Background: an optimization exercise with open tools, aiming at a short achievable clock period and few clock cycles. Do not read the settings as production practice. Where RTL was checked, it was by simulation tests only, not by an equivalence proof against the original. For run 2, only the layout was checked, not whether the RTL still works. No activity file was given, so power comes from the tool's default toggle rates.

File: design.v
`timescale 1ns/1ps
`default_nettype none
package cache_pkg;
    localparam int words_per_line = 4;
    typedef logic [32-1:0]  word_t;
    typedef logic [(32 * 4)-1:0] block_t;
    typedef logic [30-1:0] proc_addr_t;
    typedef logic [28-1:0]  mem_addr_t;
    typedef enum logic [1:0] {
        st_idle       = 2'b00,
        st_write_back = 2'b01,
        st_refill     = 2'b10,
        st_unused     = 2'b11
    } cache_state_e;
endpackage
`default_nettype wire
`timescale 1ns/1ps
`default_nettype none
module cache_top #(
    parameter int line_count = 8
) (
    input  logic                  clk,
    input  logic                  rst_n,
    input  logic                  proc_read,
    input  logic                  proc_write,
    input  cache_pkg::proc_addr_t proc_addr,
    input  cache_pkg::word_t      proc_wdata,
    output logic                  proc_stall,
    output cache_pkg::word_t      proc_rdata,
    output logic                  mem_read,
    output logic                  mem_write,
    output cache_pkg::mem_addr_t  mem_addr,
    input  cache_pkg::block_t     mem_rdata,
    output cache_pkg::block_t     mem_wdata,
    input  logic                  mem_ready
);
    localparam int word_w   = 32;
    localparam int offset_w = $clog2(cache_pkg::words_per_line);
    localparam int index_w  = $clog2(line_count);
    localparam int tag_w    = 28 - index_w;
    cache_pkg::block_t     data_q [line_count];
    logic [tag_w-1:0]      tag_q  [line_count];
    logic [line_count-1:0] valid_q;
    logic [line_count-1:0] dirty_q;
    logic                  rd_q;
    logic                  wr_q;
    logic                  wb_dirty_q;
    cache_pkg::mem_addr_t  wb_addr_q;
    cache_pkg::block_t     wb_data_q;
    logic                  req;
    logic [offset_w-1:0]   offset;
    logic [index_w-1:0]    index;
    logic [tag_w-1:0]      tag;
    logic [line_count-1:0] match;
    logic                  hit;
    assign req    = proc_read | proc_write;
    assign offset = proc_addr[offset_w-1:0];
    assign index  = proc_addr[offset_w +: index_w];
    assign tag    = proc_addr[offset_w + index_w +: tag_w];
    always_comb begin
        for (int i = 0; i < line_count; i++) begin
            match[i] = valid_q[i] && (tag_q[i] == tag);
        end
    end
    assign hit = match[index];
    logic free;
    logic start_rd;
    logic fill;
    logic start_wr;
    assign free     = !rd_q && (!wr_q || mem_ready);
    assign start_rd = req && !hit && free;
    assign fill     = rd_q && mem_ready;
    assign start_wr = fill && wb_dirty_q;
    assign mem_read  = (rd_q && !mem_ready) || start_rd;
    assign mem_write = (wr_q && !mem_ready) || start_wr;
    assign mem_addr  = (rd_q ? mem_ready : (wr_q && !mem_ready)) ?
                       wb_addr_q : proc_addr[30-1 -: 28];
    assign mem_wdata = wb_data_q;
    always_ff @(posedge clk or negedge rst_n) begin
        if (!rst_n) begin
            rd_q <= 1'b0;
            wr_q <= 1'b0;
        end else begin
            rd_q <= start_rd || (rd_q && !mem_ready);
            wr_q <= start_wr || (wr_q && !mem_ready);
        end
    end
    always_ff @(posedge clk or negedge rst_n) begin
        if (!rst_n) begin
            wb_dirty_q <= 1'b0;
        end else if (free) begin
            wb_dirty_q <= dirty_q[index];
        end
    end
    always_ff @(posedge clk) begin
        if (free) begin
            wb_addr_q <= {tag_q[index], index};
            wb_data_q <= data_q[index];
        end
    end
    logic write_hit;
    assign write_hit  = proc_write && hit && !rd_q;
    assign proc_stall = !(hit || fill);
    assign proc_rdata = rd_q ? mem_rdata[offset*word_w +: word_w]
                             : data_q[index][offset*word_w +: word_w];
    cache_pkg::block_t fill_data;
    always_comb begin
        fill_data = mem_rdata;
        if (proc_write) begin
            fill_data[offset*word_w +: word_w] = proc_wdata;
        end
    end
    always_ff @(posedge clk) begin
        if (fill) begin
            data_q[index] <= fill_data;
            tag_q[index]  <= tag;
        end else if (write_hit) begin
            data_q[index][offset*word_w +: word_w] <= proc_wdata;
        end
    end
    always_ff @(posedge clk or negedge rst_n) begin
        if (!rst_n) begin
            valid_q <= '0;
            dirty_q <= '0;
        end else if (fill) begin
            valid_q[index] <= 1'b1;
            dirty_q[index] <= proc_write;
        end else if (write_hit) begin
            dirty_q[index] <= 1'b1;
        end
    end
endmodule
`default_nettype wire
File: run.sh
#!/bin/bash
# synth_recipe.tcl (not shown) runs the flow's synth.tcl, then flattens the netlist and writes it again
# the make line also repeats each setting of config.mk as NAME=value (left out here)
make -C /OpenROAD-flow-scripts/flow DESIGN_CONFIG=/design/flow/config.mk WORK_HOME=/design/flow/orfs CLKGATE_MAP_FILE= SYNTH_SCRIPT=/design/flow/synth_recipe.tcl finish
File: config.mk
export PLATFORM = sky130hd
export DESIGN_NAME = cache_top
export DESIGN_NICKNAME = cache_top
export VERILOG_FILES = /design/flow/design.v
export SDC_FILE = /design/flow/constraint.sdc
export NUM_CORES = 4
export LEC_CHECK = 0
export ABC_CLOCK_PERIOD_IN_PS = 800
export CAP_MARGIN = 20
export CORE_MARGIN = 2
export CORE_UTILIZATION = 40
export SETUP_SLACK_MARGIN = 3.5
export SLEW_MARGIN = 20
File: constraint.sdc
create_clock -name core_clock -period 8.0 [get_ports {clk}]
set_input_delay 1.6000 -clock core_clock [delete_from_list [all_inputs] [get_ports {clk}]]
set_output_delay 1.6000 -clock core_clock [all_outputs]
set_load 0.01 [all_outputs]
==> results of run 1 <==
==> worst register-to-register path: cells and delay by family, from the launching register on <==
kind	cells	cell delay, ns
compound gates	1	0.19
simple gates	1	0.14
flops	1	0.40
buf+inv	29	3.44
==> routing by layer <==
| metal | up-vias | share of wire |
|---|---|---|
| met5 | - | 0.00085 |
| met4 | 22 | 0.061 |
| met3 | 766 | 0.15 |
| met2 | 3842 | 0.43 |
| met1 | 21161 | 0.36 |
| li1 | 16213 | - |
==> worst paths after layout <==
check,from,end,slack (ns),cells after the start
worst max-delay path,proc_addr[2],proc_rdata[16],2.36,16
worst min-delay path,valid_q[5],valid_q[5],0.47,1
worst max register to register,data_q[2][114],wb_data_q[114],3.60,31
worst min register to register,valid_q[5],valid_q[5],0.47,1
max in group asynchronous,rst_n,rd_q,5.96,1
min in group asynchronous,rst_n,rd_q,1.36,1
==> Yosys cell counts, drive strengths merged (4+ instances only) <==
cell,n
edfxtp,1380
a22oi,677
clkbuf,211
nand4,190
xnor2,131
o22ai,129
nor2,121
nand2,95
xor2,70
a32oi,64
mux4,64
buf,61
nor2b,34
o21a,32
mux2,30
nor4,28
dfrtp,19
a21oi,16
ha,10
nor3,10
nand3,9
o21ai,9
inv,7
nand2b,7
or3,4
==> registers in the layout (all words and copies together) (netlist names) <==
name / cells
data_q: 1024
dirty_q: 8
rd_q: 1
tag_q: 200
valid_q: 8
wb_addr_q: 28
wb_data_q: 128
wb_dirty_q: 1
wr_q: 1
==> per-stage QoR <==
step                 util  std cells  hold WS (ns)  instance area [um2]
CTS                 0.536       6284         0.474                75000
global route        0.555       6408         0.487                77600
floorplan               -       3426         0.434                57600
detailed placement  0.456       5564         0.456                63800
finish              0.555       6417         0.467                77600
global placement    0.456       5564         0.457                63800
==> power breakdown <==
group	internal [mW]	total, mW	switching, mW	leakage (nW)
Combinational	1.64	3.72	2.08	10.6
Sequential	8.72	9.14	0.418	12.9
Clock	3.80	6.81	3.00	2.27
Total	14.2	19.7	5.50	25.8
==> repair_timing <==
action	4_1_cts	5_1_grt
gates resized for setup	827	381
setup buffers	408	113
hold buffers	0	0
pin swaps	174	135
endpoints found under the setup margin	2111	1268
cloned	48	7
==> final cells by class <==
| class | instances | area (um2) | area share |
|---|---|---|---|
| Clock inverter | 78 | 808 | 0.0104 |
| Tap cell | 1876 | 2350 | 0.0302 |
| Inverter | 8 | 56.3 | 0.000725 |
| Timing Repair Buffer | 1105 | 12500 | 0.162 |
| Clock buffer | 186 | 3890 | 0.0501 |
| Sequential cell | 1399 | 41900 | 0.540 |
| Antenna cell | 13 | 32.5 | 0.000419 |
| Multi-Input combinational cell | 1752 | 16000 | 0.206 |
==> cell families (layout without fill, tap and decap cells) <==
| kind of cell | after synthesis | count (layout) |
|---|---|---|
| and+or+nand+nor | 505 | 510 |
| adders and majority gates | 10 | 10 |
| other | 0 | 13 |
| AOI/OAI and AO/OA | 935 | 935 |
| buffers and inverters | 280 | 1377 |
| muxes | 96 | 96 |
| xor gates and xnor gates | 201 | 201 |
| DFF | 1399 | 1399 |
==> impl_metrics.yaml, run 1 <==
cts:
  clockBufferDepth: 3
  clkTransAtPathRegs_ns: 0.06
  clkSinkCount: 1399
  cts_made_buffers: 148
  root_buffer: "clkbuf_16"
  cts_tree: "done"
  htreeDepth: 4
  clk_latency_ns: 0.80
floorplanning:
  rows: 137
  core-area_um2: 140000
  dieHeight_um: 380
  initial_utilization: 0.404
  dieArea_um2: 144000
  pin_count: 386
  die_x_um: 380
logic_synthesis:
  syn_inst: 3426
  synth_seq_cells: 1399
  synth-seq-area-share: 0.742
  netlist-cell-type-count: 46
  synth_edf_count: 1380
  synth_top_family_by_area: "compound AO/OA/AOI/OAI gates"
  async_flop_share: 0.0136
  synthXorXnorAreaFrac: 0.0312
  yosys.area_share.adder: 0.00221
  syn_nets: 3631
  synth_compound_area_frac: 0.125
  synth_top_area_cell: "edfxtp_1"
  syn_area_per_cell_um2: 16.5
  yosys-top-cells-area: "edfxtp_1 (73%), a22oi_1 (9.0%), mux4_2 (2.6%)"
  yosysTopAreaCellShare: 0.734
  synth-simple-area-share: 0.0462
  synthMuxAreaShare: 0.0318
  yosysWarnings: 1
  synth_ff_type: "edfxtp_1"
  netlist_area_um2: 56500
grt:
  busiest_layer: "met2"
  track_usage: 0.316
  antenna_found_initial: 20
  met3_usage: 0.109
  grt_overflow_total: 0
  grt_pass1_vias: 38814
  grt_max_degree: 84
  grt_pass1_wl_um: 319000
  grtUsageMet1: 0.428
  grtUsageMet2: 0.459
power:
  ir_drop_mv: 0.219
  total_power_mw: 19.7
  p_leak_nw: 25.8
  power_density_nw_per_um2: 253
job:
  max_cap_viol_count: 0
route:
  drt_iter0_drc: 7235
  via_per_inst: 6.55
  vias: 42004
  drcViolationCount: 0
  routedWlPerCell_um: 37.4
  final_antenna_net_count: 0
  routed_wl_um: 240000
  first_pass_iters: 6
worst_setup_path:
  critPathMaxStageDelay_ns: 0.51
  cp_data_required_time_ns: 6.40
  critPathKind: "in -> out"
  path_cells: "buf_12 > buf_12 > inv_12 > nor3_4 > buf_6 > buf_12 > buf_16 > buf_8 > a22oi_2 > nand4_1 > buf_4 > buf_6 > mux4_2 > nor2_4 > nor2_4 > buf_6"
  cp-end-kind: "output port"
  worstPathBufferInverterCount: 10
  crit_family: "buffers and inverters"
  cp_data_arrival_time_ns: 4.04
  worst_path_max_delay_cell: "mux4_2"
  critPathMaxFanout: 5
  start_kind: "primary input"
sta:
  rsz0062_at_grt: "true"
  setup_tns_ns: 0
  worst_slack_ns: 2.36
  worst_slew_pin_slew_ns: 1.25
  setup_violations: 0
  min_period_over_period: 0.706
  clock_skew_ns: 0.0462
  final-hold-violation-count: 0
  timing.fmax_ghz: 0.177
  slew_headroom: 0.165
  period_needed_ns: 5.64
  finalMaxSlewViolations: 0
finish:
  drive_above_1_share: 0.344
  fillCellCount: 10856
  syn_to_final_growth_pct: 37.4
  nets: 4619
  final_cell_mix: "edfxtp_1 (1380), a22oi_1 (507), buf_4 (333)"
  final_common_cell: "edfxtp_1"
place:
  pre_cts_ws_ns: 0.736
  dp_hpwl_um: 137000
  portBuffers: 385
  place_congestion: 0.919
hold_path:
  hp-class: "reg -> reg"
status:
  status: "timing/DRC/antenna clean"
Testbench counts, summed over its fixed seeds: cycles 66,203.
==> run 2, diff against run 1 <==
--- a/design.v
+++ b/design.v
@@ -100,7 +100,7 @@
     end
     logic write_hit;
     assign write_hit  = proc_write && hit && !rd_q;
-    assign proc_stall = !(hit || fill);
+    assign proc_stall = req && (rd_q ? !mem_ready : !hit);
     assign proc_rdata = rd_q ? mem_rdata[offset*word_w +: word_w]
                              : data_q[index][offset*word_w +: word_w];
     cache_pkg::block_t fill_data;
--- a/config.mk
+++ b/config.mk
@@ -5,7 +5,7 @@
 export SDC_FILE = /design/flow/constraint.sdc
 export NUM_CORES = 4
 export LEC_CHECK = 0
-export ABC_CLOCK_PERIOD_IN_PS = 800
+export ABC_CLOCK_PERIOD_IN_PS = 3500
 export CAP_MARGIN = 20
 export CORE_MARGIN = 2
 export CORE_UTILIZATION = 40
==> run 2 against run 1 <==
- still clean
- synthesized cell count grew 1.9%
- worst hold slack gained 0.022 ns
- clock skew fell by 0.0040 ns
- critical path depth up 21
- core utilization shrank 0.86 points
- count of clock-buffer cells in the layout stayed put
- largest power group unchanged
- area after synthesis up 0.75%
- highest routed layer unchanged
- routed wire length up 3.2%
==> impl_metrics.yaml, run 2 <==
status:
  status: "timing/DRC/antenna clean"
worst_setup_path:
  crit_start: "proc_addr[2]"
  cp_data_arrival_time_ns: 6.35
  cp-end-kind: "flip-flop"
  worst_path_max_delay_cell: "a22oi_1"
  cp_common_cell: "buf_4"
  start_kind: "primary input"
  r2r_start: "data_q[5][119]"
  critPathMaxFanout: 7
  cp_data_required_time_ns: 8.56
  critPathMaxStageDelay_ns: 0.21
  critPathKind: "in -> reg"
power:
  seqPwrFrac: 0.461
  netSwitchingFraction: 0.284
  clockPowerShare: 0.343
  power_density_nw_per_um2: 256
  p_int_mw: 14.2
  switchingPower_mw: 5.62
  ir_drop_mv: 0.602
  p_comb_frac: 0.196
  p_leak_nw: 25.7
logic_synthesis:
  synth_seq_cells: 1399
  yosys-top-cells-count: "edfxtp_1 (1380), a22oi_1 (616), clkbuf_1 (219)"
  syn_nets: 3697
  synth-seq-area-share: 0.736
  synth_top_area_cell: "edfxtp_1"
  async_flop_share: 0.0136
  yosysWarnings: 1
  netlist_area_um2: 56900
  yosysTopAreaCellShare: 0.728
  synth_edf_count: 1380
  syn_inst: 3492
  syn_area_per_cell_um2: 16.3
  synth_ff_type: "edfxtp_1"
  yosys-top-cells-area: "edfxtp_1 (73%), a22oi_1 (8.1%), xnor2_1 (3.0%)"
  synth.most_common_cell: "edfxtp_1"
  netlist-cell-type-count: 50
cts:
  clk_latency_ns: 0.81
  cts_made_buffers: 147
  clockBufferDepth: 3
  clkTransAtPathRegs_ns: 0.06
  root_buffer: "clkbuf_16"
  clkSinkCount: 1399
  htreeDepth: 4
  cts_tree: "done"
sta:
  timing.fmax_ghz: 0.173
  finalMaxSlewViolations: 0
  setup_tns_ns: 0
  final-hold-violation-count: 0
  min_period_over_period: 0.723
  slew_headroom: 0.153
  clock_skew_ns: 0.0423
  worst_slew_pin_slew_ns: 1.27
  rsz0062_at_grt: "true"
  setup_violations: 0
  period_needed_ns: 5.78
grt:
  antenna_found_initial: 23
  grt_pass1_vias: 40299
  grt_max_degree: 120
  track_usage: 0.328
  grt_pass1_wl_um: 330000
  grt_overflow_total: 0
route:
  via_per_inst: 6.57
  drcViolationCount: 0
  routed_wl_um: 248000
  first_pass_iters: 10
  drt_iter0_drc: 7403
  vias: 42679
  routedWlPerCell_um: 38.1
  final_antenna_net_count: 0
finish:
  syn_to_final_growth_pct: 35.7
  layoutNonFillerInstCount: 6493
  drive_above_1_share: 0.333
  largest_reg_flops: 1024
  reg.largest.list: "data_q (1024), tag_q (200), wb_data_q (128)"
  fillCellCount: 10958
  final_cell_mix: "edfxtp_1 (1380), a22oi_1 (483), buf_4 (402)"
  final_common_cell: "edfxtp_1"
  max_flop_register: "data_q"
  nets: 4694
  seqCellArea_um2: 41900
  multiInputGateArea_um2: 16400
place:
  place_congestion: 0.910
  dp_cells: 5661
  portBuffers: 385
  dp_hpwl_um: 150000
floorplanning:
  pin_count: 386
  die_x_um: 381
  core-area_um2: 141000
  dieArea_um2: 145000
  dieHeight_um: 381
  rows: 138
  initial_utilization: 0.403
job:
  max_cap_viol_count: 0
hold_path:
  hp-class: "reg -> reg"
  min_from: "valid_q[5]"
[run 2: power by group through the flow]
stage | combinational, mW | sequential [mW] | clock, mW
floorplan | 1.20 | 9.10 | 0
global placement | 2.94 | 9.25 | 0
detailed placement | 2.95 | 9.24 | 0
CTS | 3.56 | 9.10 | 6.77
global route | 3.96 | 9.14 | 7.06
finish | 3.88 | 9.12 | 6.79
[run 2: timing repair]
action	CTS	global route
pin swaps	186	123
buffers inserted	449	81
setup endpoints to repair	2111	693
cloned	35	4
hold buffers	0	0
hold endpoints to repair	0	0
resized for setup	892	302
[run 2: path summary, 6_finish.rpt]
| kind | to | slack (ns) | cells past startpoint |
|---|---|---|---|
| worst max-delay path | wb_data_q[119] | 2.22 | 37 |
| worst min-delay path | valid_q[5] | 0.49 | 1 |
| min in group asynchronous | valid_q[4] | 1.30 | 1 |
| worst max register to register | wb_data_q[119] | 3.46 | 31 |
| max in group asynchronous | rd_q | 6.09 | 1 |
| worst min register to register | valid_q[5] | 0.49 | 1 |
[run 2: cells by family (layout without fill, tap and decap cells)]
kind of cell,after synthesis,count (layout),synth area share
flops,1399,1399,0.736
other cells,0,9,0
mux,95,95,0.0316
compound gates,919,921,0.124
fa+ha+maj,10,10,0.00220
xor+xnor,202,202,0.0315
simple gates,581,586,0.0514
buf+inv,286,1381,0.0226
[run 2: layer usage]
| layer | global-route usage | part of all wire | up-vias |
|---|---|---|---|
| met4 | 0.157 | 0.064 | 18 |
| li1 | - | - | 16462 |
| met1 | 0.427 | 0.35 | 21588 |
| met5 | 0.00959 | 0.0012 | - |
| met2 | 0.476 | 0.42 | 3798 |
| met3 | 0.131 | 0.16 | 813 |
[run 2: area by class of cell]
class,instances,area share
Antenna cell,9,0.000291
Clock buffer,186,0.0503
Clock inverter,68,0.00964
Inverter,7,0.000826
Multi-Input combinational cell,1814,0.212
Sequential cell,1399,0.543
Tap cell,1890,0.0306
Timing Repair Buffer,1120,0.154
[run 2: worst max-delay path: cells and delay by family]
kind | cells | cell delay [ns]
AO/OA/AOI/OAI | 1 | 0.21
buffers and inverters | 34 | 4.24
AND/OR/NAND/NOR | 2 | 0.25
[run 2: through the flow]
stage | util | total power [mW] | hold slack, ns | worst slack (ns) | instance area, um2
after floorplan | - | 10.3 | 0.435 | 1.79 | 57800
after global placement | 0.453 | 12.2 | 0.462 | 0.879 | 64000
after detailed placement | 0.453 | 12.2 | 0.471 | 0.891 | 64100
after CTS | 0.532 | 19.4 | 0.489 | 2.38 | 75200
after global routing | 0.546 | 20.2 | 0.516 | 2.23 | 77200
final | 0.546 | 19.8 | 0.489 | 2.22 | 77300

## what the ideal ports hide
In the flow no input, the clock included, has a driving cell. The finished layouts below were timed again as built, in two steps. Step 1 assumes that a clkbuf_16 drives the clock port and a buf_2 every other input. Step 2, shift: input delay + t, output delay - t, t = (earliest + latest rising clock arrival at the registers) / 2. This alone moves slack from input paths to output paths. Slacks: ideal / step 1 / step 2; pairs: ideal / step 1.
| run | t (ns) | setup WS [ns] | worst setup path after step 2 | worst register clock-pin slew, ns | pins driven straight from the clock port |
|---|---|---|---|---|---|
| run 1 | 0.859 | 2.356 / 2.308 / 1.539 | input to register | 0.07 / 0.07 | 1 |
| run 2 | 0.871 | 2.219 / 2.219 / 1.375 | input to register | 0.07 / 0.07 | 1 |
After both steps setup and hold are still met in every run listed. The setup slack of run 2, which loses most, moves by 0.000 ns with the drivers and by -0.844 ns with both steps.
